What follows belongs to an exercise in optimizing a design on an open flow for small area; a production flow would make more cautious choices.
Where RTL was checked, it was by simulation tests only, not by an equivalence proof against the original.

Design pong_top, start of the top module:
module pong_top (
  input  logic                       ball_clk,
  input  logic                       reset,
  input  logic [3:0]                 direction_switch,
  input  logic                       start_game,
  output logic [143:0]               paddles,
  output pong_geom_pkg::point_t      ball,
  output pong_play_pkg::dir_t        ball_dir,
  output pong_play_pkg::game_state_t state
);
==> module paddle_hit_detect, before the edit <==
module paddle_hit_detect (
  input  logic [19:0]           base_y,
  input  logic [1:0]            merged,
  input  pong_geom_pkg::point_t ball,
  output pong_play_pkg::hit_t   hit
);
  pong_geom_pkg::coord_t      bx, by;
  logic        team_b;
  logic [9:0]  ys;
  logic        ms;
  logic [12:0] e;         
  logic        yw0, yw2, yw4;
  logic        near_f, near_b, far_f, far_b;
  logic        h0, h2, h4;
  assign bx = ball.x;
  assign by = ball.y;
  assign team_b = bx[9] ^ bx[8];
  assign ys     = team_b ? base_y[19:10] : base_y[9:0];
  assign ms     = team_b ? merged[1] : merged[0];
  logic [7:0] lo;    
  logic [12:0] hd;
  logic       bw;
  logic [6:0] el7;
  logic       hm1, hz, hp1, hp2;  
  logic [5:0] hdeq;               
  assign lo  = pong_geom_pkg::add13({6'b0, 1'b0, by[6:0]}, {6'b0, 1'b0, ~ys[6:0]}, 1'b1);
  assign bw  = ~lo[7];
  assign el7 = lo[6:0];
  assign hd  = pong_geom_pkg::add13({{8{by[11]}}, by[11:7]}, ~{10'b0, ys[9:7]}, 1'b1);
  for (genvar k = 0; k < 5; k++) begin : g_hd
    assign hdeq[k] = (hd[5:0] == 6'(k - 1));
  end
  assign hdeq[5] = 1'b0;
  assign hm1 = bw ? hdeq[1] : hdeq[0];
  assign hz  = bw ? hdeq[2] : hdeq[1];
  assign hp1 = bw ? hdeq[3] : hdeq[2];
  assign hp2 = bw ? hdeq[4] : hdeq[3];
  assign e   = {5'b0, hd[0] ^ bw, el7};
  logic w0, w2, w4;
  assign w0 = (hm1 & pong_geom_pkg::ugt13({6'b0, el7}, 13'd18)) |
              (hz  & pong_geom_pkg::ult13({6'b0, el7}, 13'd110));
  assign w2 = (hp1 & pong_geom_pkg::ugt13({6'b0, el7}, 13'd2)) |
              (hp2 & pong_geom_pkg::ult13({6'b0, el7}, 13'd94));
  assign w4 = (hz  & pong_geom_pkg::ugt13({6'b0, el7}, 13'd10)) |
              (hp1 & pong_geom_pkg::ult13({6'b0, el7}, 13'd102));
  assign yw0 = w0;
  assign yw2 = ms ? w0 : w2;
  assign yw4 = ms ? w0 : w4;
  always_comb begin
    if (team_b) begin
      near_f = pong_geom_pkg::cgt(bx, 12'sd425) & pong_geom_pkg::clt(bx, 12'sd490);
      near_b = pong_geom_pkg::cgt(bx, 12'sd490) & pong_geom_pkg::clt(bx, 12'sd555);
      far_f  = pong_geom_pkg::cgt(bx, 12'sd525) & pong_geom_pkg::clt(bx, 12'sd590);
      far_b  = pong_geom_pkg::cgt(bx, 12'sd590) & pong_geom_pkg::clt(bx, 12'sd655);
    end else begin
      near_f = pong_geom_pkg::cgt(bx, 12'sd85) & pong_geom_pkg::clt(bx, 12'sd150);
      near_b = pong_geom_pkg::cgt(bx, 12'sd150) & pong_geom_pkg::clt(bx, 12'sd215);
      far_f  = pong_geom_pkg::cgt(bx, -12'sd15) & pong_geom_pkg::clt(bx, 12'sd50);
      far_b  = pong_geom_pkg::cgt(bx, 12'sd50) & pong_geom_pkg::clt(bx, 12'sd115);
    end
  end
  assign h0 = (near_f | near_b) & yw0;
  assign h2 = (near_f | near_b) & yw2;
  assign h4 = (far_f | far_b) & yw4;
  logic [7:0] el;
  logic       up0, lo0, up2, lo2, up4, lo4;
  assign el  = e[7:0];
  assign up0 = pong_geom_pkg::ugt13({5'b0, el}, 13'd0)   & pong_geom_pkg::ult13({5'b0, el}, 13'd20);
  assign lo0 = pong_geom_pkg::ugt13({5'b0, el}, 13'd236);
  assign up2 = pong_geom_pkg::ugt13({5'b0, el}, 13'd240) | pong_geom_pkg::ult13({5'b0, el}, 13'd4);
  assign lo2 = pong_geom_pkg::ugt13({5'b0, el}, 13'd220) & pong_geom_pkg::ult13({5'b0, el}, 13'd240);
  assign up4 = pong_geom_pkg::ugt13({5'b0, el}, 13'd120) & pong_geom_pkg::ult13({5'b0, el}, 13'd140);
  assign lo4 = pong_geom_pkg::ugt13({5'b0, el}, 13'd100) & pong_geom_pkg::ult13({5'b0, el}, 13'd120);
  always_comb begin
    logic up, lo;
    hit.valid = h0 | h2 | h4;
    hit.back  = (h0 | h2) ? near_b : far_b;
    if (h0 | ms) begin
      up = up0; lo = lo0;
    end else if (h2) begin
      up = up2; lo = lo2;
    end else begin
      up = up4; lo = lo4;
    end
    if (up)      hit.zone = pong_play_pkg::zone_upper;
    else if (lo) hit.zone = pong_play_pkg::zone_lower;
    else         hit.zone = pong_play_pkg::zone_centre;
  end
endmodule
==> module ball_motion, before the edit <==
module ball_motion (
  input  logic                       ball_clk,
  input  logic                       reset,
  input  pong_play_pkg::game_state_t state,
  input  logic                       serve,
  input  pong_play_pkg::dir_t        serve_dir,
  input  pong_play_pkg::hit_t        hit,
  output pong_geom_pkg::point_t      ball,
  output pong_play_pkg::dir_t        ball_dir
);
  logic [2:0]  d;
  logic        mv, left, up, down, xflip, yflip, neg;
  logic [12:0] sx, sy;
  logic [2:0]  nd;
  assign d    = ball_dir;
  assign left = d[0] ^ d[1];
  assign down = d[1];
  assign up   = ~d[2] & ~d[1];
  assign mv   = (state == pong_play_pkg::st_play);
  assign xflip = left ? (ball.x == 12'sd20) : (ball.x == 12'sd620);
  assign yflip = (up & (ball.y == 12'sd0)) | (down & (ball.y == 12'sd480));
  logic [2:0] dlo;
  logic [2:0] xlo;
  logic       clo;
  logic [11:0] xhi;
  assign neg = hit.valid ? ~hit.back : left;
  assign dlo = {mv & (hit.valid ^ neg), mv & neg, mv};
  always_comb begin
    logic c;
    c = 1'b0;
    for (int i = 0; i < 3; i++) begin
      xlo[i] = ball.x[i] ^ dlo[i] ^ c;
      c      = (ball.x[i] & dlo[i]) | (c & (ball.x[i] | dlo[i]));
    end
    clo = c;
  end
  assign xhi = pong_geom_pkg::step12({3'b000, ball.x[11:3]}, mv & (clo ^ neg), neg);
  assign sx  = {1'b0, xhi[8:0], xlo};
  assign sy  = {1'b0, pong_geom_pkg::step12(ball.y, mv & (up | down), up)};
  always_comb begin
    if (hit.valid)  nd = {hit.zone == pong_play_pkg::zone_centre,
                          hit.zone == pong_play_pkg::zone_lower, ~hit.back};
    else if (xflip) nd = d ^ 3'd1;
    else if (yflip) nd = d ^ 3'd3;
    else            nd = d;
  end
  always_ff @(posedge ball_clk or negedge reset) begin
    if (!reset) begin
      ball     <= {12'sd320, 12'sd240};
      ball_dir <= pong_play_pkg::dir_up_right;
    end else if (serve) begin  
      ball     <= {12'sd320, 12'sd240};
      ball_dir <= serve_dir;
    end else begin
      ball     <= {sx[11:0], sy[11:0]};
      ball_dir <= mv ? pong_play_pkg::dir_t'(nd) : ball_dir;
    end
  end
endmodule
Settings: LEC_CHECK=0, CAP_MARGIN=20, CORE_MARGIN=2, CORE_UTILIZATION=40, CTS_BUF_LIST=sky130_fd_sc_hd__clkbuf_2 sky130_fd_sc_hd__clkbuf_4 sky130_fd_sc_hd__clkbuf_8, SLEW_MARGIN=20; clock period 8.0 ns.
standard.sh (not shown) runs the stock make flow with config.mk's settings and CLKGATE_MAP_FILE= SYNTH_SCRIPT=/design/flow/synth_recipe.tcl, a recipe that flattens the netlist after the stock synthesis.
==> flow/flow/run.sh <==
#!/bin/bash
# The standard layout (the standard.sh, unchanged synthesis), with two
# placement choices: ports buffered with the smallest buffer, and constant
# outputs left on the single tie cells that synthesis made.
set -euo pipefail
export BUFFER_PORTS_ARGS="-buffer_cell sky130_fd_sc_hd__buf_1"
export SKIP_REPAIR_TIE_FANOUT=1
bash standard.sh > standard.log 2>&1
The first run passed the timing, design-rule and antenna checks.
Next try:
--- a/flow/design.v
+++ b/flow/design.v
@@ -161,48 +161,23 @@
 );
   pong_geom_pkg::coord_t      bx, by;
   logic        team_b;
   logic [9:0]  ys;
   logic        ms;
-  logic [12:0] e;         
+  logic [12:0] e;
   logic        yw0, yw2, yw4;
   logic        near_f, near_b, far_f, far_b;
   logic        h0, h2, h4;
   assign bx = ball.x;
   assign by = ball.y;
-  assign team_b = bx[9] ^ bx[8];
+  assign team_b = ~bx[11] & (|bx[10:8]);
   assign ys     = team_b ? base_y[19:10] : base_y[9:0];
   assign ms     = team_b ? merged[1] : merged[0];
-  logic [7:0] lo;    
-  logic [12:0] hd;
-  logic       bw;
-  logic [6:0] el7;
-  logic       hm1, hz, hp1, hp2;  
-  logic [5:0] hdeq;               
-  assign lo  = pong_geom_pkg::add13({6'b0, 1'b0, by[6:0]}, {6'b0, 1'b0, ~ys[6:0]}, 1'b1);
-  assign bw  = ~lo[7];
-  assign el7 = lo[6:0];
-  assign hd  = pong_geom_pkg::add13({{8{by[11]}}, by[11:7]}, ~{10'b0, ys[9:7]}, 1'b1);
-  for (genvar k = 0; k < 5; k++) begin : g_hd
-    assign hdeq[k] = (hd[5:0] == 6'(k - 1));
-  end
-  assign hdeq[5] = 1'b0;
-  assign hm1 = bw ? hdeq[1] : hdeq[0];
-  assign hz  = bw ? hdeq[2] : hdeq[1];
-  assign hp1 = bw ? hdeq[3] : hdeq[2];
-  assign hp2 = bw ? hdeq[4] : hdeq[3];
-  assign e   = {5'b0, hd[0] ^ bw, el7};
-  logic w0, w2, w4;
-  assign w0 = (hm1 & pong_geom_pkg::ugt13({6'b0, el7}, 13'd18)) |
-              (hz  & pong_geom_pkg::ult13({6'b0, el7}, 13'd110));
-  assign w2 = (hp1 & pong_geom_pkg::ugt13({6'b0, el7}, 13'd2)) |
-              (hp2 & pong_geom_pkg::ult13({6'b0, el7}, 13'd94));
-  assign w4 = (hz  & pong_geom_pkg::ugt13({6'b0, el7}, 13'd10)) |
-              (hp1 & pong_geom_pkg::ult13({6'b0, el7}, 13'd102));
-  assign yw0 = w0;
-  assign yw2 = ms ? w0 : w2;
-  assign yw4 = ms ? w0 : w4;
+  assign e      = {by[11], by} - {3'b000, ys};
+  assign yw0 = pong_geom_pkg::sgt13(e, -13'sd110) & pong_geom_pkg::slt13(e, 13'sd110);
+  assign yw2 = ms ? yw0 : pong_geom_pkg::sgt13(e, 13'sd130) & pong_geom_pkg::slt13(e, 13'sd350);
+  assign yw4 = ms ? yw0 : pong_geom_pkg::sgt13(e, 13'sd10) & pong_geom_pkg::slt13(e, 13'sd230);
   always_comb begin
     if (team_b) begin
       near_f = pong_geom_pkg::cgt(bx, 12'sd425) & pong_geom_pkg::clt(bx, 12'sd490);
       near_b = pong_geom_pkg::cgt(bx, 12'sd490) & pong_geom_pkg::clt(bx, 12'sd555);
       far_f  = pong_geom_pkg::cgt(bx, 12'sd525) & pong_geom_pkg::clt(bx, 12'sd590);
@@ -266,23 +241,23 @@
   logic [2:0] dlo;
   logic [2:0] xlo;
   logic       clo;
   logic [11:0] xhi;
   assign neg = hit.valid ? ~hit.back : left;
-  assign dlo = {mv & (hit.valid ^ neg), mv & neg, mv};
+  assign dlo = {hit.valid ^ neg, neg, 1'b1};
   always_comb begin
     logic c;
     c = 1'b0;
     for (int i = 0; i < 3; i++) begin
       xlo[i] = ball.x[i] ^ dlo[i] ^ c;
       c      = (ball.x[i] & dlo[i]) | (c & (ball.x[i] | dlo[i]));
     end
     clo = c;
   end
-  assign xhi = pong_geom_pkg::step12({3'b000, ball.x[11:3]}, mv & (clo ^ neg), neg);
+  assign xhi = pong_geom_pkg::step12({3'b000, ball.x[11:3]}, clo ^ neg, neg);
   assign sx  = {1'b0, xhi[8:0], xlo};
-  assign sy  = {1'b0, pong_geom_pkg::step12(ball.y, mv & (up | down), up)};
+  assign sy  = {1'b0, pong_geom_pkg::step12(ball.y, up | down, up)};
   always_comb begin
     if (hit.valid)  nd = {hit.zone == pong_play_pkg::zone_centre,
                           hit.zone == pong_play_pkg::zone_lower, ~hit.back};
     else if (xflip) nd = d ^ 3'd1;
     else if (yflip) nd = d ^ 3'd3;
@@ -294,12 +269,14 @@
       ball_dir <= pong_play_pkg::dir_up_right;
     end else if (serve) begin  
       ball     <= {12'sd320, 12'sd240};
       ball_dir <= serve_dir;
     end else begin
-      ball     <= {sx[11:0], sy[11:0]};
-      ball_dir <= mv ? pong_play_pkg::dir_t'(nd) : ball_dir;
+      if (mv) begin
+        ball     <= {sx[11:0], sy[11:0]};
+        ball_dir <= pong_play_pkg::dir_t'(nd);
+      end
     end
   end
 endmodule
 module game_fsm (
   input  logic                       ball_clk,
What happened: Via count went up by 6.4%. Non-clock buffer count went down by 2. Global-route usage went up by 0.91 points. Wire length went up by about 9%. Fmax went up by about 7%. Final cell count went up by about 4.5%. Design area went up by 4.7%. Synthesized cell count went up by about 6%. Setup slack improved by 0.48 ns. Synthesized area went up by 4.9%. First-iteration DRC count went down by 19%.
Only the layout flow was run in the first run of this note; the RTL was not checked for function there.

port drivers added, routing unchanged:
Ports are ideal in the flow. The routed layouts listed here were re-timed in OpenROAD. Step 1 sets driving cells, clkbuf_16 on the clock port and buf_2 on the other inputs (assumed; they add their load-dependent delay and slew). Step 2, shift: input delay + t, output delay - t, t = (earliest + latest rising clock arrival at the registers) / 2. This alone moves slack from input paths to output paths. a / b / c = no drivers / after step 1 / after step 2; a / b = the first two.
run | shift t [ns] | slack for setup (ns) | worst hold slack (ns) | worst register clock-pin slew, ns | cell pins on the clock port's net
the first run | 0.361 | 0.477 / 0.477 / 0.477 | 0.558 / 0.558 / 0.558 | 0.11 / 0.11 | 1
the second run | 0.366 | 0.954 / 0.954 / 0.954 | 0.553 / 0.553 / 0.553 | 0.11 / 0.11 | 1
After both steps setup and hold are still met in every run listed.
